What follows belongs to an exercise in optimizing a design on an open flow for small area; a production flow would make more cautious choices. Where RTL was checked, it was by simulation tests only, not by an equivalence proof against the original. For runs 1 and 5 to 7, only the layout was checked, not whether the RTL still works. Power is estimated from default activity; no workload was simulated.

### flow/config.mk
export PLATFORM = sky130hd
export DESIGN_NAME = am_sdr_1bit_rx
export DESIGN_NICKNAME = am_sdr_1bit_rx
export VERILOG_FILES = /design/flow/design.v
export SDC_FILE = /design/flow/constraint.sdc
export NUM_CORES = 4
export LEC_CHECK = 0
export CAP_MARGIN = 20
export CORE_MARGIN = 2
export CORE_UTILIZATION = 70
export CTS_BUF_LIST = sky130_fd_sc_hd__clkbuf_16
export CTS_CLUSTER_DIAMETER = 80
export CTS_CLUSTER_SIZE = 50
export SLEW_MARGIN = 20
### flow/constraint.sdc
create_clock -name core_clock -period 8.0 [get_ports {clk}]
set_input_delay 1.6000 -clock core_clock [delete_from_list [all_inputs] [get_ports {clk}]]
set_output_delay 1.6000 -clock core_clock [all_outputs]
set_load 0.01 [all_outputs]
### flow/design.v
module am_sdr_1bit_rx #(
  parameter int PHASE_W   = 24,
  parameter int CIC_ORDER = 3,
  parameter int DEC_LOG2  = 8,
  parameter int OUT_W     = 8
) (
  input  logic               clk,
  input  logic               rst_n,
  input  logic               rf_in,
  input  logic [PHASE_W-1:0] tune_word,
  input  logic               tune_load,
  input  logic               pwm_en,
  output logic [OUT_W-1:0]   mag_out,
  output logic               mag_valid,
  output logic               pwm_out
);
  function automatic logic [26:0] rca(input logic [25:0] a, input logic [25:0] b,
                                      input logic ci);
    logic c;
    logic [26:0] r;
    c = ci;
    for (int i = 0; i < 26; i++) begin
      r[i] = a[i] ^ b[i] ^ c;
      c    = (a[i] & b[i]) | (c & (a[i] ^ b[i]));
    end
    r[26] = c;
    rca = r;
  endfunction
  logic [11:0] ph_lo, ph_hi;         
  logic        ph_c;
  logic [PHASE_W-1:0] tune_reg;
  logic [7:0]  j;                    
  logic [12:0] ph_lo_n;
  logic [1:0]  lo;                   
  logic        tick, ui, uq;
  assign ph_lo_n = 13'(rca(26'(ph_lo), 26'(tune_reg[11:0]), 1'b0));
  assign lo      = ph_hi[11:10] + 2'(ph_c & (&ph_hi[9:0]));
  assign tick    = (j == 8'd0);
  assign ui      = ~(rf_in ^ lo[1]);
  assign uq      = ~(rf_in ^ lo[1] ^ lo[0]);
  always_ff @(posedge clk or negedge rst_n) begin
    if (!rst_n) begin
      ph_lo    <= '0;
      ph_hi    <= '0;
      ph_c     <= 1'b0;
      tune_reg <= '0;
      j        <= 8'd1;
      pwm_out  <= 1'b0;
    end else begin
      ph_lo   <= ph_lo_n[11:0];
      ph_c    <= ph_lo_n[12];
      ph_hi   <= 12'(rca(26'(ph_hi), 26'(tune_reg[23:12]), ph_c));
      if (tune_load) tune_reg <= tune_word;
      j       <= j + 8'd1;
      pwm_out <= pwm_en & (j != 8'd0) & ~(mag_out < j);
    end
  end
  logic [15:0] wc;
  logic [14:0] wa;
  logic [15:0] wb;
  logic [7:0]  wa_hi;
  logic [15:0] wb_half;
  always_ff @(posedge clk or negedge rst_n) begin
    if (!rst_n)
      wc <= 16'd3;
    else if (j == 8'd255)
      wc <= 16'd1;
    else
      wc <= 16'(rca(26'(wc), 26'({1'b0, j} + 9'd2), 1'b0));
  end
  always_comb begin
    wa_hi   = 8'(rca(26'(wc[14:7]), 26'(8'd253 - {j[6:0], 1'b0}), 1'b0));
    wa      = {wa_hi, wc[6:0]};
    wb_half = 16'(rca(26'(16'd16576 + {1'b0, j, 7'd0}), 26'(~wc), 1'b1));
    wb      = {wb_half[14:0], 1'b0};
  end
  logic [15:0] a_lo_i, a_lo_q, b_lo_i, b_lo_q, c_lo_i, c_lo_q;
  logic [8:0]  a_hi_i, a_hi_q;
  logic [7:0]  b_hi_i, b_hi_q;
  logic [5:0]  c_hi_i, c_hi_q;
  logic        a_c_i, a_c_q, b_c_i, b_c_q, c_c_i, c_c_q;
  logic        lsb_a, lsb_b, lsb_c;
  logic [16:0] na_i, na_q, nb_i, nb_q, nc_i, nc_q;
  logic first, c_clr;
  assign c_clr = tick | first;
  always_ff @(posedge clk or negedge rst_n) begin
    if (!rst_n) first <= 1'b1;
    else        first <= 1'b0;
  end
  always_ff @(posedge clk) begin
    c_lo_i <= nc_i[15:0];  c_c_i <= nc_i[16];
    c_lo_q <= nc_q[15:0];  c_c_q <= nc_q[16];
    c_hi_i <= c_clr ? 6'd0 : 6'(rca(26'(c_hi_i), 26'd0, c_c_i));
    c_hi_q <= c_clr ? 6'd0 : 6'(rca(26'(c_hi_q), 26'd0, c_c_q));
  end
  always_comb begin
    na_i = 17'(rca(26'(tick ? b_lo_i : a_lo_i), 26'(wa & {15{ui}}), 1'b0));
    na_q = 17'(rca(26'(tick ? b_lo_q : a_lo_q), 26'(wa & {15{uq}}), 1'b0));
    nb_i = 17'(rca(26'(tick ? c_lo_i : b_lo_i), 26'(wb & {16{ui}}), 1'b0));
    nb_q = 17'(rca(26'(tick ? c_lo_q : b_lo_q), 26'(wb & {16{uq}}), 1'b0));
    nc_i = 17'(rca(26'(c_clr ? 16'd0 : c_lo_i), 26'(wc & {16{ui}}), 1'b0));
    nc_q = 17'(rca(26'(c_clr ? 16'd0 : c_lo_q), 26'(wc & {16{uq}}), 1'b0));
  end
  always_ff @(posedge clk or negedge rst_n) begin
    if (!rst_n) begin
      a_lo_i <= 16'h29c0; a_lo_q <= 16'h29c0; a_hi_i <= 9'h06b; a_hi_q <= 9'h06b;
      b_lo_i <= 16'hd63f; b_lo_q <= 16'hd63f; b_hi_i <= 8'h15;  b_hi_q <= 8'h15;
      a_c_i <= 1'b0; a_c_q <= 1'b0; b_c_i <= 1'b0; b_c_q <= 1'b0;
      lsb_a  <= 1'b1; lsb_b <= 1'b0; lsb_c <= 1'b1;
    end else begin
      a_lo_i <= na_i[15:0];  a_c_i <= na_i[16];
      a_lo_q <= na_q[15:0];  a_c_q <= na_q[16];
      b_lo_i <= nb_i[15:0];  b_c_i <= nb_i[16];
      b_lo_q <= nb_q[15:0];  b_c_q <= nb_q[16];
      a_hi_i <= 9'(rca(26'(tick ? {1'b0, b_hi_i} : a_hi_i), 26'd0, tick ? b_c_i : a_c_i));
      a_hi_q <= 9'(rca(26'(tick ? {1'b0, b_hi_q} : a_hi_q), 26'd0, tick ? b_c_q : a_c_q));
      b_hi_i <= 8'(rca(26'(tick ? {2'b0, c_hi_i} : b_hi_i), 26'd0, tick ? c_c_i : b_c_i));
      b_hi_q <= 8'(rca(26'(tick ? {2'b0, c_hi_q} : b_hi_q), 26'd0, tick ? c_c_q : b_c_q));
      if (tick) begin
        lsb_a <= lsb_b;
        lsb_b <= lsb_c;
        lsb_c <= 1'b0;
      end
    end
  end
  logic [24:0] acc_ai, acc_aq;
  logic        neg_i, neg_q;
  logic [29:0] s_i, s_q;
  assign acc_ai = {a_hi_i, a_lo_i};
  assign acc_aq = {a_hi_q, a_lo_q};
  assign neg_i  = ~acc_ai[24] & ~acc_ai[23];
  assign neg_q  = ~acc_aq[24] & ~acc_aq[23];
  assign s_i    = {{5{neg_i}}, acc_ai[24] | ~acc_ai[23], acc_ai[22:0], lsb_a};
  assign s_q    = {{5{neg_q}}, acc_aq[24] | ~acc_aq[23], acc_aq[22:0], lsb_a};
  logic       d0;
  logic [9:0] t_i, t_q;
  assign d0 = (j[1:0] == 2'd2);
  always_comb begin
    case (j[1:0])
      2'd2:    begin t_i = s_i[9:0];   t_q = s_q[9:0];   end
      2'd3:    begin t_i = s_i[18:9];  t_q = s_q[18:9];  end
      default: begin t_i = s_i[27:18]; t_q = s_q[27:18]; end
    endcase
  end
  logic        cab_i, cab_q, c1, c2, cge, s1_17, s2_17;    
  logic [7:0]  mag_pend;
  logic [9:0]  a_i, a_q;
  logic [8:0]  nq;
  logic [9:0]  sum1, sum2, cmp;
  logic [10:0] inc_i, inc_q;
  always_comb begin
    inc_i = 11'(rca(26'(t_i ^ {10{neg_i}}), 26'd0, d0 ? neg_i : cab_i));
    inc_q = 11'(rca(26'(t_q ^ {10{neg_q}}), 26'd0, d0 ? neg_q : cab_q));
    inc_i[10] = inc_i[9] ^ t_i[9] ^ neg_i;
    inc_q[10] = inc_q[9] ^ t_q[9] ^ neg_q;
    a_i   = inc_i[9:0];
    a_q   = inc_q[9:0];
    sum1  = 10'(rca(26'(a_i[8:0]), 26'(a_q[9:1]), d0 ? 1'b0 : c1));    
    sum2  = 10'(rca(26'(a_q[8:0]), 26'(a_i[9:1]), d0 ? 1'b0 : c2));    
    nq    = ~a_q[8:0];
    cmp   = 10'(rca(26'(a_i[8:0]), 26'(nq), d0 ? 1'b1 : cge));       
  end
  always_ff @(posedge clk) begin
    cab_i <= inc_i[10];
    cab_q <= inc_q[10];
    c1    <= sum1[9];
    c2    <= sum2[9];
    cge   <= cmp[9];
    s1_17 <= sum1[8];
    s2_17 <= sum2[8];
    if (tick) mag_pend <= cmp[9] ? {sum1[6:0], s1_17} : {sum2[6:0], s2_17};
  end
  logic seen;                        
  assign seen = ~lsb_c;              
  always_ff @(posedge clk or negedge rst_n) begin
    if (!rst_n) begin
      mag_out   <= '0;
      mag_valid <= 1'b0;
    end else begin
      mag_valid <= seen & (j == 8'd4);
      if (seen & (j == 8'd4)) mag_out <= mag_pend;
    end
  end
endmodule
### flow/run.sh
#!/bin/bash
# synth_recipe.tcl (not shown) runs the flow's synth.tcl, then flattens the netlist and writes it again
# the make line also repeats each setting of config.mk as NAME=value (left out here)
make -C /OpenROAD-flow-scripts/flow DESIGN_CONFIG=/design/flow/config.mk WORK_HOME=/design/flow/orfs CLKGATE_MAP_FILE= SYNTH_SCRIPT=/design/flow/synth_recipe.tcl finish
==> results of run 1 <==
## layout make-up
| cell class | count | share of cell area |
|---|---|---|
| Multi-Input combinational cell | 812 | 0.490 |
| Sequential cell | 250 | 0.387 |
| Timing Repair Buffer | 63 | 0.0369 |
| Inverter | 144 | 0.0343 |
| Clock buffer | 15 | 0.0238 |
| Tap cell | 270 | 0.0214 |
| Clock inverter | 9 | 0.00658 |
## through the flow
step                      instance area, um2   util  worst slack, ps  total power (uW)  TNS, ps
after CTS                              15800  0.777             17.7              4860        0
after floorplan                        14600      -             28.9              3400        0
after global placement                 15300  0.752             -562              3860    -2190
final                                  15800  0.777              269              4810        0
after detailed placement               15300  0.752             -719              4010    -3400
after global routing                   15800  0.777             64.7              5270        0
## report_power, final
group | internal (uW) | leakage (uW) | switching (uW)
clock | 367 | 0.000240 | 457
combinational | 873 | 0.00465 | 1060
sequential | 1770 | 0.00270 | 274
## cells by family (layout without fill, tap and decap cells)
| logic type | after synthesis | count (layout) | synth area share |
|---|---|---|---|
| AND/OR/NAND/NOR | 356 | 356 | 0.110 |
| flip-flops | 250 | 250 | 0.421 |
| adder cells (fa/ha/maj) | 245 | 245 | 0.287 |
| buffers and inverters | 189 | 231 | 0.0505 |
| multiplexers | 87 | 87 | 0.0646 |
| AO/OA/AOI/OAI | 73 | 73 | 0.0353 |
| XOR/XNOR | 50 | 50 | 0.0323 |
| other | 1 | 1 | 0.000259 |
## layer usage
metal / part of all wire / vias up / track usage / routed length (um)
li1: - / 4023 / - / -
met1: 0.41 / 4348 / 0.389 / 11900
met2: 0.52 / 191 / 0.515 / 15000
met3: 0.039 / 65 / 0.0349 / 1140
met4: 0.035 / 0 / 0.0929 / 1000
met5: 0 / - / 0 / 0
## cell usage in the layout, fill, tap and decap left out, types with 36 or more instances in the layout
| cell | netlist | layout |
|---|---|---|
| xnor2_1 | 38 | 38 |
| dfstp_2 | 54 | 54 |
| fa_1 | 145 | 129 |
| nor2_1 | 38 | 36 |
| nand2_1 | 211 | 210 |
| dfxtp_1 | 53 | 53 |
| dfrtp_1 | 135 | 135 |
| mux2_2 | 52 | 52 |
| and2_1 | 60 | 60 |
| inv_1 | 143 | 145 |
| ha_1 | 100 | 100 |
## Yosys cell counts (all sizes together)
cell type	instances	area share
a211oi	6	0.0031
a21o	8	0.0041
a21oi	17	0.0059
a221o	1	0.00069
a221oi	4	0.0024
a22o	14	0.0085
a22oi	2	0.0010
a31oi	2	0.00086
and2	60	0.026
and3	1	0.00043
buf	15	0.0054
clkbuf	30	0.0078
conb	1	0.00026
dfrtp	135	0.23
dfstp	54	0.098
dfxtp	53	0.073
edfxtp	8	0.017
fa	145	0.20
ha	100	0.086
inv	144	0.037
mux2	52	0.040
mux2i	35	0.024
nand2	211	0.055
nand2b	7	0.0030
nand3	7	0.0024
nand4	5	0.0022
nor2	38	0.0098
nor2b	13	0.0056
nor3	3	0.0010
nor4	1	0.00043
o2111a	1	0.00078
o211ai	1	0.00052
o21a	2	0.0010
o21ai	12	0.0041
o22ai	3	0.0022
or2	3	0.0013
or3	5	0.0022
or4	2	0.0010
xnor2	41	0.026
xor2	9	0.0060
## repair_timing
item | 4_1_cts | 5_1_grt
buffers inserted | 0 | 1
setup endpoints to repair | 3 | 3
hold buffers | 0 | 0
resized for setup | 2 | 6
pin swaps | 1 | 2
## critical path, stage by stage
cell	delay, ps
clkbuf_2	130
xnor2_4	250
xnor2_4	180
buf_6	130
nor2_1	40
ha_1	210
fa_2	370
fa_2	370
fa_2	380
fa_2	370
fa_2	370
fa_2	370
fa_2	350
fa_2	350
fa_2	340
fa_1	380
fa_1	380
fa_1	380
inv_1	90
fa_1	160
inv_1	50
fa_1	350
inv_1	80
fa_1	410
inv_1	60
## worst paths after layout
| check | end | slack (ps) | cells past startpoint |
|---|---|---|---|
| worst max-delay path | c_lo_i[15]$_DFF_P_ | 270 | 25 |
| worst min-delay path | b_lo_q[0]$_DFFE_PN1P_ | 430 | 2 |
| worst max register to register | c_lo_i[15]$_DFF_P_ | 500 | 26 |
| worst min register to register | b_lo_q[0]$_DFFE_PN1P_ | 430 | 2 |
| max in group asynchronous | wc[12]$_DFF_PN0_ | 5600 | 2 |
| min in group asynchronous | b_hi_i[7]$_DFF_PN0_ | 1180 | 1 |
==> run_results.csv, run 1 <==
group,metric,value,unit
die,core,20300,um2
grt,grt_usage,0.294,
final_layout,nets,1559,
routing,drt-pass1-iter-count,4,
power,p_leak,0.00759,uW
critical_path,start_kind,"input port",
final_layout,fillers,1350,
timing,period_needed,7730,ps
outcome,status,"no timing/DRC/antenna violations",
timing,whs,426,ps
min_path,holdCritStartpoint,"c_lo_q[0]$_DFF_P_",
critical_path,criticalPathCategory,"in -> reg",
synth,avgSynthCellArea,11.6,um2
die,start_util,0.714,
cts,numClockSinks,250,
routing,wl,29000,um
cts,path_clk_slew,120,ps
timing,skew,36.7,ps
cts,cts_tree,"yes",
timing,setup_viol_count_final,0,
timing,rsz0062_at_grt,"false",
synth,synth_cell_type_count,46,
cts,clk_path_buf_depth,3,
synth,synth_area,14500,um2
final_layout,n_antenna_cell,0,
routing,drcViolationCount,0,
critical_path,r2r_start,"ph_hi[7]$_DFF_PN0_",
cts,cts_made_buffers,14,
routing,drt_iter0_markers,402,
die,ioPinCount,39,
final_layout,drive_above_1_share,0.142,
cts,htree_levels,1,
grt,antenna_found_initial,0,
synth,synth_cells,1251,
placed_design,dp.cells,1538,
power,ir_worst_vdd,175,uV
critical_path,cp-startpoint,"rf_in",
cts,insertion_delay,500,ps
routing,wl_per_cell,18.6,um
timing,hold_viol,0,
grt,grt_pass1_wl,49300,um
die,dieArea,21900,um2
placed_design,gp_congestion,0.916,
critical_path,cp.arrival,8170,ps
final_layout,final-seq-area,6100,um2
min_path,min_path_type,"reg -> reg",
die,fp.dieW,148,um
critical_path,end_kind,"flop",
grt,grt_pass1_vias,9477,
final_layout,multi_input_area,7740,um2
synth,ys.warnings.count,1,
timing,tightest_slew,877,ps
placed_design,dp_hpwl,22100,um
routing,via_per_inst,5.52,
final_layout,largest_reg_flops,24,
die,die_height,148,um
timing,timing.fmax,129,MHz
job,cap_violations,0,
die,rows,52,
routing,final_antenna_net_count,0,
timing,fin_crit_sh,0.966,
timing,drv_slew,0,
cts,cts_root_buf,"clkbuf_16",
synth,yosysSeqAreaShare,0.421,
timing,maxSlewHeadroom,0.415,
synth,ys_ff_latch,250,
grt,globalRouteOverflowTotal,0,
power,p_per_area,305,nW/um2
final_layout,syn_to_final_growth,8.82,%
final_layout,instances_no_fill,1563,
critical_path,worstPathRequired,8440,ps
routing,num_vias,8627,
critical_path,worstPathMaxFanout,4,
placed_design,port_buffers,38,
synth,syn_nets,1525,
grt,grt_max_degree,112,
==> run 2: changes to the inputs <==
--- a/flow/design.v
+++ b/flow/design.v
@@ -21,7 +21,7 @@
     c = ci;
     for (int i = 0; i < 26; i++) begin
       r[i] = a[i] ^ b[i] ^ c;
-      c    = (a[i] & b[i]) | (c & (a[i] ^ b[i]));
+      c    = (a[i] & b[i]) | (a[i] & c) | (b[i] & c);
     end
     r[26] = c;
     rca = r;
--- a/flow/config.mk
+++ b/flow/config.mk
@@ -7,8 +7,8 @@
 export LEC_CHECK = 0
 export CAP_MARGIN = 20
 export CORE_MARGIN = 2
-export CORE_UTILIZATION = 70
+export CORE_UTILIZATION = 80
 export CTS_BUF_LIST = sky130_fd_sc_hd__clkbuf_16
-export CTS_CLUSTER_DIAMETER = 80
-export CTS_CLUSTER_SIZE = 50
+export CTS_CLUSTER_DIAMETER = 60
+export CTS_CLUSTER_SIZE = 35
 export SLEW_MARGIN = 20
==> run_results.csv, run 2 <==
group,metric,value,unit
timing,timing.fmax,127,MHz
grt,globalRouteOverflowTotal,0,
synth,synth_cells,1187,
power,p_leak,0.00751,uW
timing,skew,21.7,ps
final_layout,final_cell_mix,"nand2_1, dfrtp_1, fa_1",
critical_path,cp.arrival,8340,ps
routing,drcViolationCount,0,
cts,insertion_delay,510,ps
placed_design,dp.cells,1435,
die,die_height,138,um
critical_path,critPathBufInv,4,
job,cap_violations,0,
die,core,17400,um2
timing,hold_viol,0,
final_layout,nets,1496,
power,ir_worst_vdd,290,uV
timing,whs,421,ps
cts,cts_tree,"yes",
grt,grt_pass1_wl,53400,um
timing,tightest_slew,986,ps
cts,htree_levels,1,
critical_path,worstPathRequired,8450,ps
final_layout,drive_above_1_share,0.173,
routing,drt-pass1-iter-count,5,
synth,synthDominantCellAreaShare,0.236,
die,start_util,0.822,
synth,yosysSeqAreaShare,0.426,
synth,synth_top_family_by_area,"adder cells",
grt,grt_usage,0.385,
timing,period_needed,7890,ps
die,rows,48,
critical_path,worstPathMaxFanout,5,
final_layout,final_common_cell,"nand2_1",
cts,cts_made_buffers,17,
die,ioPinCount,39,
synth,synth_top_area_cell,"dfrtp_1",
timing,setup_viol_count_final,0,
routing,via_per_inst,6.24,
timing,drv_slew,0,
routing,drt_iter0_markers,719,
die,dieArea,19000,um2
grt,grt_pass1_vias,9917,
critical_path,crit_top_cell,"fa_1",
synth,ys_async_sr_fraction,0.756,
routing,final_antenna_net_count,0,
synth,synth_fa_ha_area_frac,0.284,
final_layout,n_antenna_cell,0,
grt,antenna_found_initial,2,
synth,ys.warnings.count,1,
synth,syn_nets,1453,
timing,fin_crit_sh,0.986,
final_layout,largest_reg_flops,24,
synth,synth.area.top_cells,"dfrtp_1, fa_1, dfstp_2",
synth,yosys.area_share.simple,0.109,
final_layout,fillers,697,
routing,wl,34000,um
cts,cts_root_buf,"clkbuf_16",
synth,synth_compound_area_frac,0.0372,
grt,grt_max_degree,117,
final_layout,multi_input_area,7710,um2
critical_path,start_kind,"flop",
critical_path,critical_path.slowest_cell,"dfrtp_2",
routing,num_vias,9145,
placed_design,port_buffers,38,
routing,wl_per_cell,23.2,um
synth,ys_ff_latch,250,
cts,numClockSinks,250,
synth,muxShareOfSynthArea,0.0739,
final_layout,instances_no_fill,1465,
power,p_per_area,328,nW/um2
final_layout,syn_to_final_growth,9.34,%
critical_path,criticalPathCategory,"reg -> reg",
final_layout,final-seq-area,6100,um2
synth,synth_cell_type_count,50,
synth,synth_most_common_cell,"nand2_1",
timing,maxSlewHeadroom,0.343,
synth,synth_ff_type,"dfrtp_1",
critical_path,end_kind,"flop",
cts,clk_path_buf_depth,3,
synth,synth_commonest_cells,"nand2_1, fa_1, dfrtp_1",
critical_path,crit_family,"adder cells",
synth,avgSynthCellArea,12.1,um2
power,p_total,5130,uW
synth,synth_edf_count,8,
outcome,status,"no timing/DRC/antenna violations",
placed_design,gp_congestion,0.905,
synth,synth_xor_area_frac,0.0288,
die,fp.dieW,138,um
cts,holdBufCountCts,0,
placed_design,dp_hpwl,23100,um
critical_path,slowest_delay,460,ps
cts,path_clk_slew,100,ps
synth,synth_area,14300,um2
critical_path,reg2reg_setup_slack,110,ps
min_path,min_path_type,"reg -> reg",
-- run 2: cell types whose count changed in the layout (fill, tap and decap cells not counted), moves of 4 or more --
cell | previous run | this run
and2_1 | 60 | 72
a21oi_1 | 17 | 11
ha_1 | 100 | 92
and2b_1 | 0 | 5
inv_6 | 0 | 4
mux2i_1 | 35 | 27
buf_4 | 22 | 26
nor2_1 | 36 | 31
mux2_2 | 52 | 70
inv_1 | 145 | 110
o21ai_0 | 12 | 16
nand2_1 | 210 | 171
-- run 2: worst paths after layout --
| check | start | endpoint | cells after the start |
|---|---|---|---|
| min in group asynchronous | rst_n | tune_reg[0]$_DFFE_PN0P_ | 1 |
| worst max-delay path | j[1]$_DFF_PN0_ | c_lo_i[15]$_DFF_P_ | 25 |
| max in group asynchronous | rst_n | j[1]$_DFF_PN0_ | 2 |
| worst min-delay path | c_lo_q[0]$_DFF_P_ | b_lo_q[0]$_DFFE_PN1P_ | 2 |
| worst min register to register | c_lo_q[0]$_DFF_P_ | b_lo_q[0]$_DFFE_PN1P_ | 2 |
| worst max register to register | j[1]$_DFF_PN0_ | c_lo_i[15]$_DFF_P_ | 25 |
-- run 2: where the power goes --
group	switching, uW	total, uW	internal, uW
Combinational	1200	2110	915
Sequential	311	2090	1770
Clock	486	931	445
Total	2000	5130	3130
-- run 2: cell families after synthesis --
| logic type | after synthesis |
|---|---|
| other | 1 |
| buffers and inverters | 152 |
| muxes | 97 |
| xor gates and xnor gates | 47 |
| and+or+nand+nor | 327 |
| DFF | 250 |
| adders and majority gates | 238 |
| AOI/OAI and AO/OA | 75 |
-- run 2: layer usage --
layer / global-route usage / part of all wire / vias up / wire length (um)
li1: - / - / 3883 / -
met1: 0.474 / 0.36 / 4643 / 12200
met2: 0.661 / 0.51 / 450 / 17300
met3: 0.0758 / 0.075 / 165 / 2530
met4: 0.181 / 0.058 / 4 / 1960
met5: 0 / 0.00074 / - / 25
-- run 2: worst reg2reg max path: cells and delay by family, from the launching register on --
kind | cells | cell delay, ps
adder cells (fa/ha/maj) | 17 | 6180
buffers and inverters | 4 | 430
flip-flops | 1 | 460
AND/OR/NAND/NOR | 4 | 760
-- run 2: area by class of cell --
cell class	instances	share of cell area
Clock inverter	12	0.00887
Sequential cell	250	0.390
Clock buffer	17	0.0272
Inverter	111	0.0266
Timing Repair Buffer	65	0.0371
Tap cell	225	0.0180
Multi-Input combinational cell	785	0.493
-- run 2: timing repair --
item                                    CTS  global route
pin swaps                                 2             1
resized for setup                         2             8
endpoints found under the setup margin    4             5
setup buffers                             0             1
-- run 2: through the flow --
stage,area (um2),setup WS (ps),setup TNS (ps),utilization
detailed placement,15100,-708,-3220,0.865
global route,15700,-40.9,-64.1,0.899
CTS,15600,14.0,0,0.898
finish,15700,114,0,0.899
global placement,15100,-545,-2060,0.865
floorplan,14400,1.21,0,-
==> run 3: changes to the inputs <==
--- a/flow/config.mk
+++ b/flow/config.mk
@@ -7,8 +7,8 @@
 export LEC_CHECK = 0
 export CAP_MARGIN = 20
 export CORE_MARGIN = 2
-export CORE_UTILIZATION = 80
-export CTS_BUF_LIST = sky130_fd_sc_hd__clkbuf_16
-export CTS_CLUSTER_DIAMETER = 60
-export CTS_CLUSTER_SIZE = 35
+export CORE_UTILIZATION = 70
+export CTS_BUF_LIST = sky130_fd_sc_hd__clkbuf_8
+export CTS_CLUSTER_DIAMETER = 50
+export CTS_CLUSTER_SIZE = 25
 export SLEW_MARGIN = 20
==> run_results.csv, run 3 <==
group,metric,value,unit
cts,numClockSinks,250,
final_layout,largest_reg_flops,24,
grt,met1_usage,0.410,
synth,synth_area,14300,um2
synth,syn_nets,1453,
die,die_height,147,um
final_layout,syn_to_final_growth,10.8,%
timing,whs,425,ps
die,fp.dieW,147,um
timing,setup_viol_count_final,0,
grt,grt_pass1_wl,48100,um
routing,final_antenna_net_count,0,
grt,antenna_found_initial,0,
timing,period_needed,7840,ps
die,start_util,0.710,
critical_path,worstPathMaxFanout,10,
synth,yosysSeqAreaShare,0.426,
critical_path,slowest_delay,420,ps
grt,grt_usage,0.287,
grt,met3_usage,0.0388,
final_layout,nets,1510,
final_layout,final_cell_mix,"nand2_1, dfrtp_1, fa_1",
cts,cts_root_buf,"clkbuf_8",
critical_path,critical_path.slowest_cell,"fa_1",
timing,hold_viol,0,
routing,via_per_inst,5.51,
synth,synth_top_area_cell,"dfrtp_1",
critical_path,worstPathRequired,8510,ps
grt,grt_pass1_vias,9278,
power,p_per_area,311,nW/um2
cts,path_clk_slew,90,ps
critical_path,end_kind,"flop",
routing,drt_iter0_markers,579,
final_layout,n_antenna_cell,0,
timing,tightest_slew,850,ps
synth,synth_cells,1187,
timing,fin_ws,162,ps
routing,wl_per_cell,18.6,um
critical_path,start_kind,"input port",
cts,insertion_delay,570,ps
critical_path,reg2reg_setup_slack,350,ps
timing,skew,16.9,ps
critical_path,cp.arrival,8350,ps
grt,grt_max_degree,65,
synth,ys_ff_latch,250,
routing,drcViolationCount,0,
placed_design,post-place-ws,-713,ps
routing,num_vias,8462,
grt,grt.busiest_layer,"met2",
timing,maxSlewHeadroom,0.429,
synth,synth_commonest_cells,"nand2_1, fa_1, dfrtp_1",
timing,fin_crit_sh,0.980,
cts,htree_levels,1,
placed_design,dp_hpwl,21600,um
cts,clk_path_buf_depth,3,
routing,drt-pass1-iter-count,5,
critical_path,criticalPathCategory,"in -> reg",
critical_path,crit_top_cell,"fa_2",
routing,wl,28500,um
min_path,min_path_type,"reg -> reg",
synth,synth.area.top_cells,"dfrtp_1, fa_1, dfstp_2",
final_layout,drive_above_1_share,0.188,
power,p_leak,0.00758,uW
synth,ys.warnings.count,1,
die,ioPinCount,39,
grt,globalRouteOverflowTotal,0,
grt,grt_util_met2,0.468,
placed_design,gp_congestion,0.827,
synth,avgSynthCellArea,12.1,um2
synth,ys_async_sr_fraction,0.756,
cts,cts_made_buffers,28,
synth,synth_edf_count,8,
synth,synthDominantCellAreaShare,0.236,
placed_design,port_buffers,38,
die,dieArea,21600,um2
die,rows,52,
final_layout,final_common_cell,"nand2_1",
timing,rsz0062_at_grt,"false",
outcome,status,"no timing/DRC/antenna violations",
power,ir_worst_vdd,194,uV
timing,timing.fmax,128,MHz
die,core,20200,um2
synth,synth_ff_type,"dfrtp_1",
synth,synth_cell_type_count,50,
min_path,whs_path_depth,2,
critical_path,r2r_cells,25,
timing,drv_slew,0,
synth,synth_most_common_cell,"nand2_1",
job,cap_violations,0,
cts,cts_tree,"yes",
==> run 3: cell counts after synthesis <==
Identical to the previous run, type by type.
==> run 3: path summary, 6_finish.rpt <==
kind | startpoint | to
worst max register to register | j[1]$_DFF_PN0_ | c_lo_i[15]$_DFF_P_
worst max-delay path | rf_in | c_lo_q[15]$_DFF_P_
min in group asynchronous | rst_n | ph_lo[1]$_DFF_PN0_
max in group asynchronous | rst_n | j[1]$_DFF_PN0_
worst min register to register | c_lo_i[0]$_DFF_P_ | b_lo_i[0]$_DFFE_PN1P_
worst min-delay path | c_lo_i[0]$_DFF_P_ | b_lo_i[0]$_DFFE_PN1P_
==> run 3: final cells by class <==
type                            instances  area (um2)
Sequential cell                       250        6100
Clock inverter                         20         269
Fill cell                            1272        4300
Multi-Input combinational cell        785        7700
Tap cell                              270         338
Clock buffer                           32         440
Inverter                              111         418
Timing Repair Buffer                   68         604
==> run 3: critical path: cells and delay by family <==
family | cells | cell delay [ps]
simple gates | 1 | 90
fa+ha+maj | 15 | 5340
buf+inv | 8 | 970
xor+xnor | 2 | 350
==> run 3: routing by layer <==
| metal | up-vias | share of wire |
|---|---|---|
| met5 | - | 0 |
| met4 | 0 | 0.029 |
| met3 | 54 | 0.049 |
| met2 | 201 | 0.49 |
| met1 | 4278 | 0.44 |
| li1 | 3929 | - |
==> run 3: what timing repair did <==
action / CTS / global route
setup endpoints to repair: 2 / 1
setup buffers: 0 / 3
pin swaps: 0 / 2
hold buffers: 0 / 0
gates resized for setup: 1 / 5
==> run 3: cells by family after synthesis <==
kind of cell | count (synthesis) | synth area share
muxes | 97 | 0.0739
xor gates and xnor gates | 47 | 0.0288
and+or+nand+nor | 327 | 0.109
other | 1 | 0.000262
AOI/OAI and AO/OA | 75 | 0.0372
buffers and inverters | 152 | 0.0413
adders and majority gates | 238 | 0.284
DFF | 250 | 0.426
==> run 3: stage by stage <==
| stage | utilization | std cells | instance area (um2) | TNS (ps) | power [uW] |
|---|---|---|---|---|---|
| 6_report | 0.787 | 1536 | 15900 | 0 | 4940 |
| 5_1_grt | 0.787 | 1536 | 15900 | 0 | 5380 |
| 3_3_place_gp | 0.750 | 1481 | 15100 | -2200 | 3790 |
| 4_1_cts | 0.785 | 1533 | 15800 | 0 | 4990 |
| 2_1_floorplan | - | 1187 | 14400 | 0 | 3340 |
| 3_5_place_dp | 0.750 | 1481 | 15100 | -3240 | 3910 |
==> run 3: power breakdown <==
part | leakage [uW] | switching (uW) | internal (uW)
logic | 0.00453 | 994 | 840
clock network | 0.000353 | 508 | 550
registers | 0.00270 | 275 | 1770
==> run 4: changes to the inputs <==
--- a/flow/design.v
+++ b/flow/design.v
@@ -30,12 +30,14 @@
   logic        ph_c;
   logic [PHASE_W-1:0] tune_reg;
   logic [7:0]  j;                    
+  logic [8:0]  jn;                   
   logic [12:0] ph_lo_n;
   logic [1:0]  lo;                   
   logic        tick, ui, uq;
   assign ph_lo_n = 13'(rca(26'(ph_lo), 26'(tune_reg[11:0]), 1'b0));
   assign lo      = ph_hi[11:10] + 2'(ph_c & (&ph_hi[9:0]));
   assign tick    = (j == 8'd0);
+  assign jn      = {1'b0, j} + 9'd1;
   assign ui      = ~(rf_in ^ lo[1]);
   assign uq      = ~(rf_in ^ lo[1] ^ lo[0]);
   always_ff @(posedge clk or negedge rst_n) begin
@@ -66,12 +68,12 @@
     else if (j == 8'd255)
       wc <= 16'd1;
     else
-      wc <= 16'(rca(26'(wc), 26'({1'b0, j} + 9'd2), 1'b0));
+      wc <= 16'(rca(26'(wc), 26'(jn), 1'b1));
   end
   always_comb begin
-    wa_hi   = 8'(rca(26'(wc[14:7]), 26'(8'd253 - {j[6:0], 1'b0}), 1'b0));
+    wa_hi   = 8'(rca(26'(wc[14:7]), 26'({~jn[6:0], 1'b1}), 1'b0));
     wa      = {wa_hi, wc[6:0]};
-    wb_half = 16'(rca(26'(16'd16576 + {1'b0, j, 7'd0}), 26'(~wc), 1'b1));
+    wb_half = 16'(rca(26'({jn[8] ^ jn[7], ~jn[7], jn[6:0], 7'b1000000}), 26'(16'(~wc)), 1'b1));
     wb      = {wb_half[14:0], 1'b0};
   end
   logic [15:0] a_lo_i, a_lo_q, b_lo_i, b_lo_q, c_lo_i, c_lo_q;
==> flow/flow/run.sh (new file) <==
#!/bin/bash
# The standard layout (standard.sh: the standard flow's synthesis and ORFS flow), with two changes:
# clock tree synthesis without dummy loads, and the smallest buffer on each port.
# make's output goes to flow_make.log; each ORFS step keeps its own log under orfs/logs/.
set -euo pipefail
bash standard.sh \
  "CTS_ARGS=-sink_clustering_enable -repair_clock_nets -sink_clustering_size 50 -sink_clustering_max_diameter 80 -buf_list sky130_fd_sc_hd__clkbuf_16 -dont_use_dummy_load" \
  "BUFFER_PORTS_ARGS=-buffer_cell sky130_fd_sc_hd__buf_1" \
  finish > flow_make.log 2>&1
==> flow/standard.sh (new file) <==
#!/bin/bash
# synth_recipe.tcl (not shown) runs the flow's synth.tcl, then flattens the netlist and writes it again
# the make line also repeats each setting of config.mk as NAME=value (left out here)
make -C /OpenROAD-flow-scripts/flow DESIGN_CONFIG=/design/flow/config.mk WORK_HOME=/design/flow/orfs CLKGATE_MAP_FILE= SYNTH_SCRIPT=/design/flow/synth_recipe.tcl "${@:-finish}"
--- a/flow/config.mk
+++ b/flow/config.mk
@@ -8,7 +8,7 @@
 export CAP_MARGIN = 20
 export CORE_MARGIN = 2
 export CORE_UTILIZATION = 70
-export CTS_BUF_LIST = sky130_fd_sc_hd__clkbuf_8
-export CTS_CLUSTER_DIAMETER = 50
-export CTS_CLUSTER_SIZE = 25
+export CTS_BUF_LIST = sky130_fd_sc_hd__clkbuf_16
+export CTS_CLUSTER_DIAMETER = 80
+export CTS_CLUSTER_SIZE = 50
 export SLEW_MARGIN = 20
removed: flow/run.sh
==> run_results.csv, run 4 <==
group,metric,value,unit
final_layout,largest_reg_flops,24,
grt,met1_usage,0.391,
timing,fin_crit_sh,0.971,
synth,ys.warnings.count,1,
grt,grt_max_degree,129,
cts,insertion_delay,490,ps
synth,synth_most_common_cell,"nand2_1",
final_layout,instances_no_fill,1491,
synth,synth_edf_count,8,
power,p_per_area,302,nW/um2
critical_path,criticalPathCategory,"in -> reg",
critical_path,slowest_delay,410,ps
die,fp.dieW,146,um
synth,synth_ff_type,"dfrtp_1",
cts,path_clk_slew,100,ps
grt,antenna_found_initial,1,
die,rows,52,
critical_path,critical_path.slowest_cell,"fa_2",
final_layout,final_area,15200,um2
synth,synth_commonest_cells,"nand2_1, fa_1, dfrtp_1",
die,die_height,146,um
timing,timing.fmax,129,MHz
placed_design,port_buffers,38,
grt,globalRouteOverflowTotal,0,
cts,cts_made_buffers,14,
critical_path,reg2reg_setup_slack,600,ps
cts,numClockSinks,250,
grt,grt_pass1_wl,46300,um
timing,rsz0062_at_grt,"false",
critical_path,crit_top_cell,"fa_2",
timing,period_needed,7770,ps
synth,syn_nets,1450,
synth,synth_area,14200,um2
critical_path,end_kind,"flop",
critical_path,cp.arrival,8210,ps
cts,cts_setup_buffers,0,
timing,setup_viol_count_final,0,
routing,drt_iter0_markers,442,
power,p_leak,0.00734,uW
critical_path,worstPathRequired,8440,ps
grt,grt_usage,0.280,
synth,synth_cell_type_count,53,
routing,via_per_inst,5.55,
final_layout,final_common_cell,"nand2_1",
timing,maxSlewHeadroom,0.410,
cts,cts-resized-gates,0,
min_path,min_path_type,"reg -> reg",
synth,synth_cells,1185,
grt,grt_util_met2,0.465,
routing,num_vias,8271,
cts,clk_path_buf_depth,3,
power,p_total,4580,uW
power,ir_worst_vdd,260,uV
job,cap_violations,0,
grt,grt_pass1_vias,8868,
critical_path,start_kind,"input port",
die,core,20100,um2
synth,synth.area.top_cells,"dfrtp_1, fa_1, dfstp_2",
cts,cts_root_buf,"clkbuf_16",
placed_design,post_dp_cell_area,14800,um2
routing,drt-pass1-iter-count,5,
final_layout,final_cell_mix,"nand2_1, dfrtp_1, fa_1",
grt,met3_usage,0.0281,
timing,drv_slew,0,
cts,htree_levels,1,
synth,yosysSeqAreaShare,0.429,
timing,tightest_slew,885,ps
placed_design,dp_hpwl,21500,um
final_layout,nets,1487,
timing,hold_viol,0,
synth,ys_ff_latch,250,
routing,final_antenna_net_count,0,
final_layout,utilization,0.755,
outcome,status,"no timing/DRC/antenna violations",
critical_path,worstPathMaxFanout,2,
placed_design,gp_congestion,0.873,
placed_design,dp.cells,1476,
die,ioPinCount,39,
synth,avgSynthCellArea,12.0,um2
synth,ys_async_sr_fraction,0.756,
final_layout,syn_to_final_growth,6.87,%
timing,skew,27.3,ps
synth,synth_top_area_cell,"dfrtp_1",
grt,grt.busiest_layer,"met2",
routing,wl_per_cell,18.6,um
die,dieArea,21500,um2
timing,fin_tns_setup,0,ps
routing,wl,27800,um
synth,synthDominantCellAreaShare,0.238,
cts,cts_tree,"yes",
cts,holdBufCountCts,0,
routing,drcViolationCount,0,
final_layout,drive_above_1_share,0.169,
die,start_util,0.707,
## run 4: cell families after synthesis
logic type,Yosys count,synth area share
fa+ha+maj,237,0.285
simple gates,327,0.106
buf+inv,161,0.0441
compound gates,74,0.0367
xor+xnor,38,0.0245
flops,250,0.429
mux,97,0.0744
other cells,1,0.000264
## run 4: per-layer routing
| layer | share of wire | vias to the layer above |
|---|---|---|
| met5 | 0 | - |
| met4 | 0.045 | 0 |
| met3 | 0.032 | 56 |
| met2 | 0.48 | 170 |
| met1 | 0.44 | 4192 |
| li1 | - | 3853 |
## run 4: worst max-delay path, delay by kind of cell
family	cells	cell delay [ps]
xor+xnor	3	650
buf+inv	5	380
fa+ha+maj	16	5510
simple gates	1	70
## run 4: worst paths after layout
| kind | start | to | cells after the start |
|---|---|---|---|
| max | rf_in | c_lo_q[15]$_DFF_P_ | 25 |
| min | c_lo_i[0]$_DFF_P_ | b_lo_i[0]$_DFFE_PN1P_ | 2 |
| max reg2reg | ph_hi[2]$_DFF_PN0_ | c_lo_q[15]$_DFF_P_ | 27 |
| min reg2reg | c_lo_i[0]$_DFF_P_ | b_lo_i[0]$_DFFE_PN1P_ | 2 |
| max in group asynchronous | rst_n | wc[3]$_DFF_PN0_ | 2 |
| min in group asynchronous | rst_n | b_hi_i[5]$_DFF_PN0_ | 1 |
## run 4: per-stage QoR
stage | hold WS, ps | worst slack [ps]
4_1_cts | 421 | 229
3_3_place_gp | 414 | -180
6_report | 419 | 232
2_1_floorplan | 374 | -80.2
5_1_grt | 461 | 51.6
3_5_place_dp | 417 | -281
## run 4: report_power, final
part	switching, uW	internal (uW)	leakage (uW)
logic	1020	826	0.00448
clock network	393	315	0.000173
registers	259	1770	0.00270
## run 4: final cells by class
class | instances | area, um2
Sequential cell | 250 | 6100
Antenna cell | 1 | 2.50
Multi-Input combinational cell | 774 | 7590
Timing Repair Buffer | 62 | 352
Clock buffer | 14 | 350
Tap cell | 270 | 338
Inverter | 120 | 450
Fill cell | 1350 | 4920
==> run 5: changes to the inputs <==
--- a/flow/design.v
+++ b/flow/design.v
@@ -135,42 +135,43 @@
   assign s_i    = {{5{neg_i}}, acc_ai[24] | ~acc_ai[23], acc_ai[22:0], lsb_a};
   assign s_q    = {{5{neg_q}}, acc_aq[24] | ~acc_aq[23], acc_aq[22:0], lsb_a};
   logic       d0;
-  logic [9:0] t_i, t_q;
+  logic [8:0] t_i, t_q;
   assign d0 = (j[1:0] == 2'd2);
   always_comb begin
     case (j[1:0])
-      2'd2:    begin t_i = s_i[9:0];   t_q = s_q[9:0];   end
-      2'd3:    begin t_i = s_i[18:9];  t_q = s_q[18:9];  end
-      default: begin t_i = s_i[27:18]; t_q = s_q[27:18]; end
+      2'd2:    begin t_i = s_i[8:0];   t_q = s_q[8:0];   end
+      2'd3:    begin t_i = s_i[17:9];  t_q = s_q[17:9];  end
+      default: begin t_i = s_i[26:18]; t_q = s_q[26:18]; end
     endcase
   end
-  logic        cab_i, cab_q, c1, c2, cge, s1_17, s2_17;    
+  logic        cab_i, cab_q, c1, c2, cge, mp_i, mp_q;      
   logic [7:0]  mag_pend;
-  logic [9:0]  a_i, a_q;
-  logic [8:0]  nq;
-  logic [9:0]  sum1, sum2, cmp;
-  logic [10:0] inc_i, inc_q;
+  logic [8:0]  m_i, m_q, hm_i, hm_q, nq;
+  logic        pi_, pq_;
+  logic [9:0]  inc_i, inc_q, sum1, sum2, cmp;
   always_comb begin
-    inc_i = 11'(rca(26'(t_i ^ {10{neg_i}}), 26'd0, d0 ? neg_i : cab_i));
-    inc_q = 11'(rca(26'(t_q ^ {10{neg_q}}), 26'd0, d0 ? neg_q : cab_q));
-    inc_i[10] = inc_i[9] ^ t_i[9] ^ neg_i;
-    inc_q[10] = inc_q[9] ^ t_q[9] ^ neg_q;
-    a_i   = inc_i[9:0];
-    a_q   = inc_q[9:0];
-    sum1  = 10'(rca(26'(a_i[8:0]), 26'(a_q[9:1]), d0 ? 1'b0 : c1));    
-    sum2  = 10'(rca(26'(a_q[8:0]), 26'(a_i[9:1]), d0 ? 1'b0 : c2));    
-    nq    = ~a_q[8:0];
-    cmp   = 10'(rca(26'(a_i[8:0]), 26'(nq), d0 ? 1'b1 : cge));       
+    inc_i = 10'(rca(26'(t_i ^ {9{neg_i}}), 26'd0, d0 ? neg_i : cab_i));
+    inc_q = 10'(rca(26'(t_q ^ {9{neg_q}}), 26'd0, d0 ? neg_q : cab_q));
+    m_i   = inc_i[8:0];
+    m_q   = inc_q[8:0];
+    pi_   = d0 ? 1'b0 : mp_i;
+    pq_   = d0 ? 1'b0 : mp_q;
+    hm_i  = {m_i[8:1], m_i[0] & ~d0};
+    hm_q  = {m_q[8:1], m_q[0] & ~d0};
+    sum1  = 10'(rca(26'({m_i[7:0], pi_}), 26'(hm_q), d0 ? 1'b0 : c1));    
+    sum2  = 10'(rca(26'({m_q[7:0], pq_}), 26'(hm_i), d0 ? 1'b0 : c2));    
+    nq    = ~m_q;
+    cmp   = 10'(rca(26'(m_i), 26'(nq), d0 ? 1'b1 : cge));                 
   end
   always_ff @(posedge clk) begin
-    cab_i <= inc_i[10];
-    cab_q <= inc_q[10];
+    cab_i <= inc_i[9];
+    cab_q <= inc_q[9];
+    mp_i  <= m_i[8];
+    mp_q  <= m_q[8];
     c1    <= sum1[9];
     c2    <= sum2[9];
     cge   <= cmp[9];
-    s1_17 <= sum1[8];
-    s2_17 <= sum2[8];
-    if (tick) mag_pend <= cmp[9] ? {sum1[6:0], s1_17} : {sum2[6:0], s2_17};
+    if (tick) mag_pend <= cmp[9] ? sum1[7:0] : sum2[7:0];
   end
   logic seen;                        
   assign seen = ~lsb_c;              
==> flow/flow/run.sh (replaced) <==
#!/bin/bash
# The standard layout (standard.sh: the standard flow's synthesis and ORFS flow), with two changes:
# clock tree synthesis without dummy loads, and the smallest buffer on each port.
# make's output goes to flow_make.log; each ORFS step keeps its own log under orfs/logs/.
set -euo pipefail
bash standard.sh \
  "CTS_ARGS=-sink_clustering_enable -repair_clock_nets -sink_clustering_size 40 -sink_clustering_max_diameter 60 -buf_list sky130_fd_sc_hd__clkbuf_16 -dont_use_dummy_load" \
  "BUFFER_PORTS_ARGS=-buffer_cell sky130_fd_sc_hd__buf_1" \
  finish > flow_make.log 2>&1
==> flow/config.mk (replaced) <==
export PLATFORM = sky130hd
export DESIGN_NAME = am_sdr_1bit_rx
export DESIGN_NICKNAME = am_sdr_1bit_rx
export VERILOG_FILES = /design/flow/design.v
export SDC_FILE = /design/flow/constraint.sdc
export NUM_CORES = 4
export LEC_CHECK = 0
export ABC_AREA = 1
export CAP_MARGIN = 0
export CORE_MARGIN = 2
export CORE_UTILIZATION = 70
export CTS_BUF_LIST = sky130_fd_sc_hd__clkbuf_16
export CTS_CLUSTER_DIAMETER = 60
export CTS_CLUSTER_SIZE = 40
export SLEW_MARGIN = 0
==> run_results.csv, run 5 <==
group,metric,value,unit
synth,ys_async_sr_fraction,0.756,
cts,insertion_delay,510,ps
routing,final_antenna_net_count,0,
routing,wl,28800,um
cts,path_clk_slew,80,ps
cts,cts-resized-gates,0,
synth,ys.warnings.count,1,
placed_design,post_dp_cell_area,14600,um2
grt,met1_usage,0.420,
cts,cts_made_buffers,19,
die,ioPinCount,39,
timing,skew,31.5,ps
grt,antenna_found_initial,0,
cts,htree_levels,1,
final_layout,largest_reg_flops,24,
power,p_leak,0.00732,uW
cts,holdBufCountCts,0,
routing,num_vias,8825,
critical_path,end_kind,"flop",
min_path,whs_path_depth,2,
critical_path,critPathBufInv,3,
routing,wl_per_cell,17.3,um
outcome,status,"no timing/DRC/antenna violations",
timing,maxSlewHeadroom,0.385,
critical_path,cp_cell_sequence,"buf_1 -> or2_1 -> nand2_4 -> nor2_1 -> ha_1 -> fa_1 -> fa_2 -> fa_2 -> fa_2 -> fa_2 -> fa_2 -> fa_2 -> fa_2 -> fa_2 -> fa_2 -> fa_2 -> fa_2 -> fa_2 -> fa_1 -> inv_1 -> fa_1 -> inv_1",
timing,fin_crit_sh,0.949,
placed_design,dp.cells,1642,
grt,globalRouteOverflowTotal,0,
final_layout,final_cell_mix,"nand2_1, inv_1, dfrtp_1",
cts,cts_tree,"yes",
grt,grt_usage,0.289,
die,start_util,0.708,
final_layout,nets,1658,
critical_path,worstPathMaxFanout,6,
critical_path,cp.depth,22,
critical_path,start_kind,"input port",
grt,grt_util_met2,0.465,
cts,clk_path_buf_depth,3,
synth,synth_edf_count,8,
synth,synth_area,14200,um2
critical_path,r2r_cells,27,
timing,timing.fmax,132,MHz
cts,cts_root_buf,"clkbuf_16",
cts,cts_setup_buffers,0,
timing,tightest_slew,922,ps
placed_design,post-place-ws,-110,ps
placed_design,gp_congestion,0.914,
final_layout,n_antenna_cell,0,
job,cap_violations,0,
power,ir_worst_vdd,231,uV
final_layout,utilization,0.754,
grt,grt_max_degree,75,
die,rows,52,
final_layout,syn_to_final_growth,6.57,%
die,die_height,146,um
final_layout,final_common_cell,"nand2_1",
timing,hold_viol,0,
synth,synth_commonest_cells,"nand2_1, inv_1, fa_1",
critical_path,critical_path.slowest_cell,"fa_1",
routing,drcViolationCount,0,
critical_path,worstPathRequired,8440,ps
grt,grt_pass1_wl,48200,um
timing,fin_ws,405,ps
power,p_per_area,313,nW/um2
cts,numClockSinks,250,
die,fp.dieW,146,um
grt,grt.busiest_layer,"met2",
synth,synth.area.top_cells,"dfrtp_1, fa_1, dfstp_2",
grt,grt_pass1_vias,9390,
final_layout,final_area,15100,um2
timing,setup_viol_count_final,0,
synth,synth_cell_type_count,42,
timing,fin_tns_setup,0,ps
synth,synth_cells,1360,
critical_path,criticalPathCategory,"in -> reg",
placed_design,dp_hpwl,22100,um
routing,drt_iter0_markers,627,
critical_path,crit_top_cell,"fa_2",
synth,ys_ff_latch,250,
routing,via_per_inst,5.31,
timing,rsz0062_at_grt,"false",
critical_path,crit_family,"adder cells",
die,core,20000,um2
synth,synth_most_common_cell,"nand2_1",
synth,syn_nets,1625,
final_layout,instances_no_fill,1661,
timing,period_needed,7590,ps
synth,yosysSeqAreaShare,0.430,
synth,synth_ff_type,"dfrtp_1",
critical_path,cp.arrival,8040,ps
synth,synthDominantCellAreaShare,0.238,
placed_design,port_buffers,38,
synth,avgSynthCellArea,10.4,um2
grt,met3_usage,0.0434,
routing,drt-pass1-iter-count,5,
synth,synth_top_area_cell,"dfrtp_1",
critical_path,slowest_delay,420,ps
min_path,min_path_type,"reg -> reg",
timing,drv_slew,0,
die,dieArea,21400,um2
final_layout,drive_above_1_share,0.119,
-- run 5: cell count changes in the layout (fill, tap and decap cells not counted), moves of 8 or more --
cell	before	now
nor2b_1	16	0
nor2_1	51	121
mux2i_1	28	3
inv_2	3	13
a22o_1	15	0
nand3_1	5	16
a21o_1	8	0
o21ai_0	17	106
inv_1	117	222
xor2_1	4	21
xnor2_1	29	11
mux2_2	69	22
nand2_1	173	236
and2_1	52	1
-- run 5: path summary, 6_finish.rpt --
check,to,startpoint,slack [ps]
setup / recovery,c_lo_i[15]$_DFF_P_,rf_in,410
setup reg to reg,c_lo_i[15]$_DFF_P_,j[0]$_DFF_PN1_,530
min in group asynchronous,tune_reg[2]$_DFFE_PN0P_,rst_n,1200
max in group asynchronous,wc[2]$_DFF_PN0_,rst_n,5320
hold reg to reg,mag_out[0]$_DFFE_PN0P_,mag_pend[0]$_DFFE_PP_,440
hold / removal,mag_out[0]$_DFFE_PN0P_,mag_pend[0]$_DFFE_PP_,440
-- run 5: kinds of logic after synthesis --
| group | synth area share |
|---|---|
| muxes | 0.0196 |
| AOI/OAI and AO/OA | 0.0493 |
| other | 0.000264 |
| DFF | 0.430 |
| xor gates and xnor gates | 0.0217 |
| and+or+nand+nor | 0.114 |
| buffers and inverters | 0.0788 |
| adders and majority gates | 0.286 |
-- run 5: report_power, final --
part	total [uW]	internal (uW)	switching (uW)
clock network	842	421	421
logic	1920	764	1160
registers	1970	1770	194
total	4730	2960	1770
-- run 5: tightest hold or removal path: cells and delay by family, from the launching register on --
kind / cells / cell delay [ps]
flip-flops: 1 / 320
AND/OR/NAND/NOR: 2 / 100
-- run 5: final cells by class --
cell class	count	area, um2
multi-input combinational	829	7040
sequential	250	6100
fill	1479	4920
inverter	237	890
clock buffer	19	475
tap	270	338
timing repair buffer	56	282
-- run 5: stage by stage --
stage,power (uW),hold slack (ps)
after global placement,3760,433
after detailed placement,3900,437
after CTS,4770,447
after floorplan,3340,414
after global routing,5160,479
final,4730,438
-- run 5: routing by layer --
layer / vias to the layer above / part of all wire
li1: 4192 / -
met1: 4370 / 0.44
met2: 210 / 0.48
met3: 53 / 0.052
met4: 0 / 0.033
met5: - / 0
==> run 6: changes to the inputs <==
==> flow/flow/run.sh (replaced) <==
#!/bin/bash
# The standard layout (standard.sh: the standard flow's synthesis and ORFS flow), with two changes:
# clock tree synthesis without dummy loads, and the smallest buffer on each port.
# make's output goes to flow_make.log; each ORFS step keeps its own log under orfs/logs/.
set -euo pipefail
bash standard.sh \
  "CTS_ARGS=-sink_clustering_enable -repair_clock_nets -sink_clustering_size 45 -sink_clustering_max_diameter 70 -buf_list sky130_fd_sc_hd__clkbuf_16 -dont_use_dummy_load" \
  "BUFFER_PORTS_ARGS=-buffer_cell sky130_fd_sc_hd__buf_1" \
  finish > flow_make.log 2>&1
--- a/flow/config.mk
+++ b/flow/config.mk
@@ -9,7 +9,4 @@
 export CAP_MARGIN = 0
 export CORE_MARGIN = 2
 export CORE_UTILIZATION = 70
-export CTS_BUF_LIST = sky130_fd_sc_hd__clkbuf_16
-export CTS_CLUSTER_DIAMETER = 60
-export CTS_CLUSTER_SIZE = 40
-export SLEW_MARGIN = 0
+export SLEW_MARGIN = 20
==> run_results.csv, run 6 <==
group,metric,value,unit
synth,ys_async_sr_fraction,0.756,
synth,synth.area.top_cells,"dfrtp_1, fa_1, dfstp_2",
synth,synth_edf_count,8,
final_layout,final_common_cell,"nand2_1",
timing,skew,48.3,ps
cts,htree_levels,1,
die,die_height,146,um
die,ioPinCount,39,
final_layout,syn_to_final_growth,5.87,%
routing,drcViolationCount,0,
timing,fin_crit_sh,0.953,
synth,synth_area,14200,um2
final_layout,nets,1654,
timing,timing.fmax,131,MHz
grt,antenna_found_initial,0,
routing,final_antenna_net_count,0,
timing,rsz0062_at_grt,"false",
die,start_util,0.708,
routing,num_vias,8744,
timing,hold_viol,0,
cts,numClockSinks,250,
power,ir_worst_vdd,350,uV
routing,wl,28500,um
cts,cts-resized-gates,0,
synth,synthDominantCellAreaShare,0.238,
timing,maxSlewHeadroom,0.378,
outcome,status,"no timing/DRC/antenna violations",
critical_path,crit_family,"adder cells",
die,dieArea,21400,um2
routing,via_per_inst,5.28,
cts,cts_setup_buffers,0,
final_layout,final_area,15000,um2
cts,insertion_delay,500,ps
critical_path,worstPathRequired,8430,ps
cts,clk_path_buf_depth,3,
cts,cts_root_buf,"clkbuf_16",
critical_path,critical_path.slowest_cell,"fa_1",
synth,synth_commonest_cells,"nand2_1, inv_1, fa_1",
synth,ys.warnings.count,1,
placed_design,post_dp_cell_area,14600,um2
final_layout,n_antenna_cell,0,
routing,drt-pass1-iter-count,6,
critical_path,end_kind,"flop",
power,p_per_area,308,nW/um2
critical_path,worstPathMaxFanout,6,
placed_design,port_buffers,38,
synth,synth_cells,1360,
die,core,20000,um2
die,fp.dieW,146,um
grt,grt_pass1_vias,9322,
cts,path_clk_slew,90,ps
synth,syn_nets,1625,
placed_design,gp_congestion,0.914,
grt,grt_usage,0.288,
timing,setup_viol_count_final,0,
timing,tightest_slew,932,ps
synth,synth_ff_type,"dfrtp_1",
critical_path,start_kind,"input port",
synth,synth_cell_type_count,42,
final_layout,drive_above_1_share,0.117,
critical_path,cp_cell_sequence,"buf_1 -> or2_1 -> nand2_4 -> nor2_1 -> ha_1 -> fa_1 -> fa_2 -> fa_2 -> fa_2 -> fa_2 -> fa_2 -> fa_2 -> fa_2 -> fa_2 -> fa_2 -> fa_2 -> fa_2 -> fa_2 -> fa_1 -> inv_1 -> fa_1 -> inv_1",
grt,grt_max_degree,75,
die,rows,52,
timing,fin_tns_setup,0,ps
timing,drv_slew,0,
job,cap_violations,0,
synth,ys_ff_latch,250,
routing,drt_iter0_markers,605,
power,p_total,4620,uW
grt,grt_pass1_wl,47900,um
critical_path,criticalPathCategory,"in -> reg",
grt,globalRouteOverflowTotal,0,
timing,period_needed,7620,ps
final_layout,final_cell_mix,"nand2_1, inv_1, dfrtp_1",
cts,holdBufCountCts,0,
synth,yosysSeqAreaShare,0.430,
placed_design,dp_hpwl,22100,um
final_layout,fillers,1492,
critical_path,reg2reg_setup_slack,550,ps
cts,cts_made_buffers,15,
critical_path,crit_top_cell,"fa_2",
routing,wl_per_cell,17.2,um
power,p_leak,0.00727,uW
synth,avgSynthCellArea,10.4,um2
cts,cts_tree,"yes",
min_path,min_path_type,"reg -> reg",
critical_path,critPathBufInv,3,
critical_path,slowest_delay,420,ps
final_layout,largest_reg_flops,24,
synth,synth_most_common_cell,"nand2_1",
critical_path,cp.arrival,8050,ps
synth,synth_top_area_cell,"dfrtp_1",
[run 6: through the flow]
| stage | setup slack, ps | utilization | std cells | hold slack (ps) |
|---|---|---|---|---|
| 2_1_floorplan | 24.3 | - | 1360 | 414 |
| 3_3_place_gp | 12.3 | 0.731 | 1642 | 433 |
| 3_5_place_dp | -110 | 0.731 | 1642 | 437 |
| 4_1_cts | 386 | 0.749 | 1657 | 448 |
| 5_1_grt | 205 | 0.749 | 1657 | 469 |
| 6_report | 378 | 0.749 | 1657 | 440 |
[run 6: layout make-up]
class	instances	area, um2	area share
clock buffers	15	375	0.0250
inverters	237	890	0.0592
multi-input cells	829	7040	0.468
flip-flops and latches	250	6100	0.406
well taps	270	338	0.0225
repair buffers	56	282	0.0187
[run 6: final timing paths]
check	startpoint	endpoint	cells past startpoint
max	rf_in	c_lo_i[15]$_DFF_P_	22
min	c_lo_i[0]$_DFF_P_	b_lo_i[0]$_DFFE_PN1P_	2
max reg2reg	j[0]$_DFF_PN1_	c_lo_i[15]$_DFF_P_	27
min reg2reg	c_lo_i[0]$_DFF_P_	b_lo_i[0]$_DFFE_PN1P_	2
max in group asynchronous	rst_n	wc[15]$_DFF_PN0_	2
min in group asynchronous	rst_n	tune_reg[4]$_DFFE_PN0P_	1
[run 6: cell families after synthesis]
group,count (synthesis),share of synthesized area
AO/OA/AOI/OAI,135,0.0493
XOR/XNOR,33,0.0217
adder cells (fa/ha/maj),238,0.286
buffers and inverters,281,0.0788
flip-flops,250,0.430
multiplexers,25,0.0196
other,1,0.000264
AND/OR/NAND/NOR,397,0.114
[run 6: power breakdown]
group / internal [uW] / switching (uW)
Clock: 336 / 399
Combinational: 763 / 1160
Sequential: 1770 / 192
Total: 2870 / 1750
[run 6: worst register-to-register path, delay by kind of cell, from the launching register on]
family,cells,cell delay [ps]
fa+ha+maj,17,5880
buf+inv,6,600
flops,1,420
simple gates,4,510
[run 6: routing by layer]
layer / vias up / global-route usage / routed length [um]
met2: 205 / 0.463 / 13600
met4: 0 / 0.0796 / 841
met1: 4313 / 0.416 / 12500
met3: 49 / 0.0472 / 1520
met5: - / 0 / 0
li1: 4177 / - / -
==> run 7: changes to the inputs <==
--- a/flow/design.v
+++ b/flow/design.v
@@ -36,10 +36,19 @@
   logic        tick, ui, uq;
   assign ph_lo_n = 13'(rca(26'(ph_lo), 26'(tune_reg[11:0]), 1'b0));
   assign lo      = ph_hi[11:10] + 2'(ph_c & (&ph_hi[9:0]));
-  assign tick    = (j == 8'd0);
   assign jn      = {1'b0, j} + 9'd1;
   assign ui      = ~(rf_in ^ lo[1]);
   assign uq      = ~(rf_in ^ lo[1] ^ lo[0]);
+  logic c_clr;
+  always_ff @(posedge clk or negedge rst_n) begin
+    if (!rst_n) begin
+      tick  <= 1'b0;
+      c_clr <= 1'b1;
+    end else begin
+      tick  <= (j == 8'd255);
+      c_clr <= (j == 8'd255);
+    end
+  end
   always_ff @(posedge clk or negedge rst_n) begin
     if (!rst_n) begin
       ph_lo    <= '0;
@@ -81,14 +90,10 @@
   logic [7:0]  b_hi_i, b_hi_q;
   logic [5:0]  c_hi_i, c_hi_q;
   logic        a_c_i, a_c_q, b_c_i, b_c_q, c_c_i, c_c_q;
-  logic        lsb_a, lsb_b, lsb_c;
+  logic [1:0]  n_dec;
+  logic        lsb_a;
+  assign lsb_a = ~n_dec[0];
   logic [16:0] na_i, na_q, nb_i, nb_q, nc_i, nc_q;
-  logic first, c_clr;
-  assign c_clr = tick | first;
-  always_ff @(posedge clk or negedge rst_n) begin
-    if (!rst_n) first <= 1'b1;
-    else        first <= 1'b0;
-  end
   always_ff @(posedge clk) begin
     c_lo_i <= nc_i[15:0];  c_c_i <= nc_i[16];
     c_lo_q <= nc_q[15:0];  c_c_q <= nc_q[16];
@@ -108,7 +113,7 @@
       a_lo_i <= 16'h29c0; a_lo_q <= 16'h29c0; a_hi_i <= 9'h06b; a_hi_q <= 9'h06b;
       b_lo_i <= 16'hd63f; b_lo_q <= 16'hd63f; b_hi_i <= 8'h15;  b_hi_q <= 8'h15;
       a_c_i <= 1'b0; a_c_q <= 1'b0; b_c_i <= 1'b0; b_c_q <= 1'b0;
-      lsb_a  <= 1'b1; lsb_b <= 1'b0; lsb_c <= 1'b1;
+      n_dec  <= 2'd0;
     end else begin
       a_lo_i <= na_i[15:0];  a_c_i <= na_i[16];
       a_lo_q <= na_q[15:0];  a_c_q <= na_q[16];
@@ -118,11 +123,7 @@
       a_hi_q <= 9'(rca(26'(tick ? {1'b0, b_hi_q} : a_hi_q), 26'd0, tick ? b_c_q : a_c_q));
       b_hi_i <= 8'(rca(26'(tick ? {2'b0, c_hi_i} : b_hi_i), 26'd0, tick ? c_c_i : b_c_i));
       b_hi_q <= 8'(rca(26'(tick ? {2'b0, c_hi_q} : b_hi_q), 26'd0, tick ? c_c_q : b_c_q));
-      if (tick) begin
-        lsb_a <= lsb_b;
-        lsb_b <= lsb_c;
-        lsb_c <= 1'b0;
-      end
+      if (tick && n_dec != 2'd3) n_dec <= n_dec + 2'd1;
     end
   end
   logic [24:0] acc_ai, acc_aq;
@@ -174,7 +175,7 @@
     if (tick) mag_pend <= cmp[9] ? sum1[7:0] : sum2[7:0];
   end
   logic seen;                        
-  assign seen = ~lsb_c;              
+  assign seen = (n_dec != 2'd0);
   always_ff @(posedge clk or negedge rst_n) begin
     if (!rst_n) begin
       mag_out   <= '0;
==> run_results.csv, run 7 <==
group,metric,value,unit
outcome,status,"no timing/DRC/antenna violations",
final_layout,drive_above_1_share,0.105,
cts,clk_path_buf_depth,3,
placed_design,dp.cells,1632,
critical_path,r2r_start,"ph_hi[9]$_DFF_PN0_",
synth,synth_cells,1354,
synth,synth_commonest_cells,"nand2_1, inv_1, fa_1",
synth,synth_cell_type_count,40,
critical_path,start_kind,"input port",
grt,antenna_found_initial,1,
critical_path,criticalPathCategory,"in -> reg",
critical_path,cp_cell_sequence,"buf_1 -> or2_4 -> nand2_8 -> nor2_1 -> ha_1 -> fa_2 -> fa_2 -> fa_2 -> fa_2 -> fa_2 -> fa_1 -> fa_1 -> fa_1 -> fa_2 -> fa_2 -> fa_2 -> fa_2 -> fa_2 -> fa_1 -> inv_1 -> fa_1 -> inv_1",
die,fp.dieW,146,um
routing,final_antenna_net_count,0,
grt,grt_pass1_vias,9425,
routing,drt-pass1-iter-count,5,
timing,fin_tns_setup,0,ps
timing,timing.fmax,131,MHz
cts,htree_levels,1,
power,p_leak,0.00729,uW
cts,cts_made_buffers,15,
synth,synth_top_family_by_area,"adder cells",
synth,synth_most_common_cell,"nand2_1",
die,rows,51,
die,ioPinCount,39,
final_layout,final_area,15000,um2
grt,grt_pass1_wl,48500,um
min_path,holdCritStartpoint,"mag_pend[2]$_DFFE_PP_",
synth,avgSynthCellArea,10.4,um2
power,comb_power_share,0.421,
final_layout,utilization,0.761,
timing,maxSlewHeadroom,0.367,
critical_path,worstPathMaxFanout,3,
die,die_height,146,um
synth,synth.area.top_cells,"dfrtp_1, fa_1, dfstp_2",
critical_path,slowest_delay,430,ps
power,ir_worst_vdd,260,uV
synth,synth_area,14100,um2
cts,holdBufCountCts,0,
die,start_util,0.718,
routing,drt_iter0_markers,587,
synth,synth_fa_ha_area_frac,0.289,
routing,wl_per_cell,17.4,um
timing,hold_viol,0,
synth,synth_xor_area_frac,0.0212,
power,clkPwrFrac,0.153,
cts,cts_tree,"yes",
cts,cts_setup_buffers,0,
placed_design,post-place-ws,-125,ps
synth,synth_edf_count,8,
routing,drcViolationCount,0,
grt,grt_max_degree,78,
timing,fin_crit_sh,0.956,
timing,drv_slew,0,
critical_path,critical_path.slowest_cell,"fa_1",
power,p_int,2970,uW
placed_design,dp_hpwl,22400,um
synth,yosys.area_share.simple,0.114,
cts,cts-resized-gates,0,
placed_design,port_buffers,38,
synth,synth_ff_type,"dfrtp_1",
cts,path_clk_slew,80,ps
timing,rsz0062_at_grt,"false",
routing,wl,28700,um
die,core,19700,um2
cts,insertion_delay,490,ps
synth,ys_async_sr_fraction,0.756,
routing,num_vias,8905,
synth,synth_compound_area_frac,0.0504,
cts,numClockSinks,250,
placed_design,gp_congestion,0.910,
## run 7: critical path, delay by kind of cell
family,cells,cell delay [ps]
and+or+nand+nor,3,440
adders and majority gates,16,5790
buffers and inverters,3,230
## run 7: final timing paths
kind	to	cells past startpoint	slack, ps
max in group asynchronous	a_lo_q[12]$_DFF_PN0_	2	5340
hold reg to reg	mag_out[2]$_DFFE_PN0P_	2	430
setup / recovery	c_lo_i[15]$_DFF_P_	22	350
setup reg to reg	c_lo_i[15]$_DFF_P_	25	510
min in group asynchronous	b_hi_q[1]$_DFF_PN0_	1	1210
hold / removal	mag_out[2]$_DFFE_PN0P_	2	430
## run 7: cells by family (layout without fill, tap and decap cells)
| family | count (synthesis) | after routing |
|---|---|---|
| AOI/OAI and AO/OA | 135 | 135 |
| xor gates and xnor gates | 32 | 32 |
| adders and majority gates | 239 | 239 |
| buffers and inverters | 276 | 304 |
| DFF | 250 | 250 |
| muxes | 24 | 24 |
| other | 0 | 1 |
| and+or+nand+nor | 398 | 398 |
## run 7: cell type report
class,instances,area (um2)
antenna,1,2.50
fill,1407,4690
clock buffer,15,375
timing repair buffer,53,259
sequential,250,6100
tap,265,332
multi-input combinational,828,7010
inverter,236,888
## run 7: per-stage QoR
stage / hold slack, ps / power (uW)
final: 434 / 4820
after floorplan: 399 / 3480
after CTS: 443 / 4870
after global routing: 473 / 5300
after detailed placement: 432 / 4110
after global placement: 405 / 3940
## run 7: metal layers
| layer | routed length (um) | global-route usage |
|---|---|---|
| met1 | 12200 | 0.416 |
| met2 | 13900 | 0.481 |
| met3 | 1850 | 0.0464 |
| met4 | 684 | 0.0670 |
| met5 | 0 | 0 |
## run 7: power by group through the flow
| stage | Sequential (uW) | Clock (uW) | Combinational, uW |
|---|---|---|---|
| after floorplan | 1980 | 0 | 1500 |
| after global placement | 2060 | 0 | 1880 |
| after detailed placement | 2070 | 0 | 2040 |
| after CTS | 2050 | 752 | 2060 |
| after global routing | 2100 | 790 | 2410 |
| final | 2050 | 735 | 2030 |

Re-timed with assumed drivers on the ports (clkbuf_16 on the clock, buf_2 on other inputs), run 7 has 0.373 ns of setup slack against 0.353 ns with ideal ports, and -0.151 ns once port delays also move by the mid clock arrival of 0.524 ns.
